Source: an optimization exercise on an open RTL-to-GDS flow (aim: small area, a short achievable clock period and few clock cycles). Production flows keep margins and buffers that such runs may drop.
In this exercise RTL edits were held to simulation tests only and were not proved equivalent to the original.

Setup of v5:
## matrix_multiply_engine_core
module matrix_multiply_engine_core
#(
    parameter int MAX_DIM = 8
)
(
    input  logic                                  clk,
    input  logic                                  rst_n,
    input  logic                                  psel,
    input  logic                                  penable,
    input  logic                                  pwrite,
    input  logic [mme_pkg::PADDR_W-1:0]           paddr,
    input  logic [mme_pkg::PDATA_W-1:0]           pwdata,
    output logic [mme_pkg::PDATA_W-1:0]           prdata,
    output logic                                  pready,
    input  logic                                  start,
    output logic                                  busy,
    input  logic [1:0]                            action,
    input  logic [mme_pkg::IDX_W-1:0]             row_index,
    input  logic [mme_pkg::IDX_W-1:0]             col_index,
    input  logic signed [mme_pkg::ELEM_W-1:0]     element_value,
    output logic                                  out_valid,
    output logic [mme_pkg::IDX_W-1:0]             out_row,
    output logic [mme_pkg::IDX_W-1:0]             out_col,
  ...
==> flow/config.mk <==
export PLATFORM = sky130hd
export DESIGN_NAME = matrix_multiply_engine_core
export DESIGN_NICKNAME = matrix_multiply_engine_core
export VERILOG_FILES = /design/flow/design.v
export SDC_FILE = /design/flow/constraint.sdc
export NUM_CORES = 4
export LEC_CHECK = 0
export ABC_CLOCK_PERIOD_IN_PS = 2500
export CAP_MARGIN = 20
export CELL_PAD_IN_SITES_DETAIL_PLACEMENT = 1
export CELL_PAD_IN_SITES_GLOBAL_PLACEMENT = 1
export CORE_MARGIN = 2
export CORE_UTILIZATION = 45
export CTS_CLUSTER_DIAMETER = 150
export CTS_CLUSTER_SIZE = 20
export PLACE_DENSITY = 0.6
export SETUP_SLACK_MARGIN = 5.0
export SLEW_MARGIN = 20
export SYNTH_HIERARCHICAL = 1
export SYNTH_MINIMUM_KEEP_SIZE = 0
==> flow/constraint.sdc <==
create_clock -name core_clock -period 8.0 [get_ports {clk}]
set_input_delay 1.6000 -clock core_clock [delete_from_list [all_inputs] [get_ports {clk}]]
set_output_delay 1.6000 -clock core_clock [all_outputs]
set_load 0.01 [all_outputs]
run.sh (not shown) runs the stock make flow with config.mk's settings and CLKGATE_MAP_FILE= SYNTH_SCRIPT=/design/flow/synth_recipe.tcl, a recipe that flattens the netlist after the stock synthesis.
Testbench counts of v5, summed over its fixed seeds: cycles 7,366.
Setup changes, v5 to v28
--- a/flow/design.v
+++ b/flow/design.v
@@ -5577,32 +5577,30 @@
             default: rdata_nxt = '0;
         endcase
     end
     always_ff @(posedge clk or negedge rst_n)
     begin
         if (!rst_n)
         begin
             rows_m_reg  <= mme_pkg::DIM_RESET;
             inner_k_reg <= mme_pkg::DIM_RESET;
             cols_n_reg  <= mme_pkg::DIM_RESET;
+            rdata_reg   <= '0;
         end
         else
         begin
             rows_m_reg  <= rows_m_nxt;
             inner_k_reg <= inner_k_nxt;
             cols_n_reg  <= cols_n_nxt;
+            rdata_reg   <= rdata_nxt;
         end
     end
-    always_ff @(posedge clk)
-    begin
-        rdata_reg <= rdata_nxt;
-    end
     assign prdata = {{(mme_pkg::PDATA_W-DW){1'b0}}, rdata_reg};
     function automatic logic [IW-1:0] dim_m1(input logic [DW-1:0] dim);
         logic [IW-1:0] r;
         if (dim == '0)
             r = '0;
         else if (dim[3])
             r = IW'(N - 1);
         else
             r = IW'(dim - DW'(1));
         dim_m1 = r;
@@ -5683,45 +5681,47 @@
     begin
         if (!rst_n)
         begin
             busy_reg  <= 1'b0;
             issue_reg <= 1'b0;
             i_reg     <= '0;
             j_reg     <= '0;
             i_oh_reg  <= N'(1);
             j_oh_reg  <= N'(1);
             kmask_reg <= '1;
+            mm1_reg   <= '0;
+            nm1_reg   <= '0;
             v_reg     <= '0;
         end
         else
         begin
             busy_reg  <= busy_nxt;
             issue_reg <= issue_nxt;
             i_reg     <= i_nxt;
             j_reg     <= j_nxt;
             i_oh_reg  <= N'(1) << i_nxt;
             j_oh_reg  <= N'(1) << j_nxt;
             if (!busy_nxt)
             begin
                 for (int t = 0; t < N; t++)
                     kmask_reg[t] <= (IW'(t) <= dim_m1(inner_k_nxt));
             end
+            if (take_compute)
+            begin
+                mm1_reg <= mm1_eff;
+                nm1_reg <= nm1_eff;
+            end
             v_reg <= {v_reg[D-2:0], (take_compute & spec_ok) | issue_reg};
         end
     end
     always_ff @(posedge clk)
     begin
-        if (take_compute)
-        begin
-            mm1_reg <= mm1_eff;
-            nm1_reg <= nm1_eff;
-        end
         l_reg <= {l_reg[D-2:0], take_compute ? (spec_ok && mm1_eff == '0 && nm1_eff == '0)
                                              : (issue_reg & i_end & j_end)};
     end
     always_ff @(posedge clk)
     begin
         if (take_compute)
         begin
             orow_reg <= '0;
             ocol_reg <= '0;
         end
Compared with v5, in v28 final cycle utilization of the critical path has decreased, final area held steady.
Between v28 and v5, the met2 wirelength from detailed routing does not differ in any meaningful way.
Relative to v5, the total number of vias measured on v28 has increased slightly.
Summary: shortest period the worst path allows, v28 better than v5
Testbench counts of v28, summed over its fixed seeds: cycles 7,366.

-- what the ideal ports hide --
No port has a modelled driver above. Below, the same layouts with a new extraction and two added sets of constraints.
Step 1 sets driving cells, clkbuf_16 on the clock port and buf_2 on the other inputs (assumed; they add their load-dependent delay and slew).
Step 2 times the ports against the registers' clock, not the clock port: input delays grow and output delays shrink by t, the midpoint of the rising clock arrivals with the driver on.
a / b / c = no drivers / after step 1 / after step 2; a / b = the first two.
run | shift t [ns] | setup WS [ns] | slew at the worst register clock pin (ns)
v5 | 0.984 | 4.921 / 4.841 / 4.367 | 0.10 / 0.10
v28 | 0.989 | 4.938 / 4.839 / 4.317 | 0.11 / 0.11
After both steps setup and hold are still met in every run listed. The setup slack of v28, which loses most, moves by -0.099 ns with the drivers and by -0.621 ns with both steps.
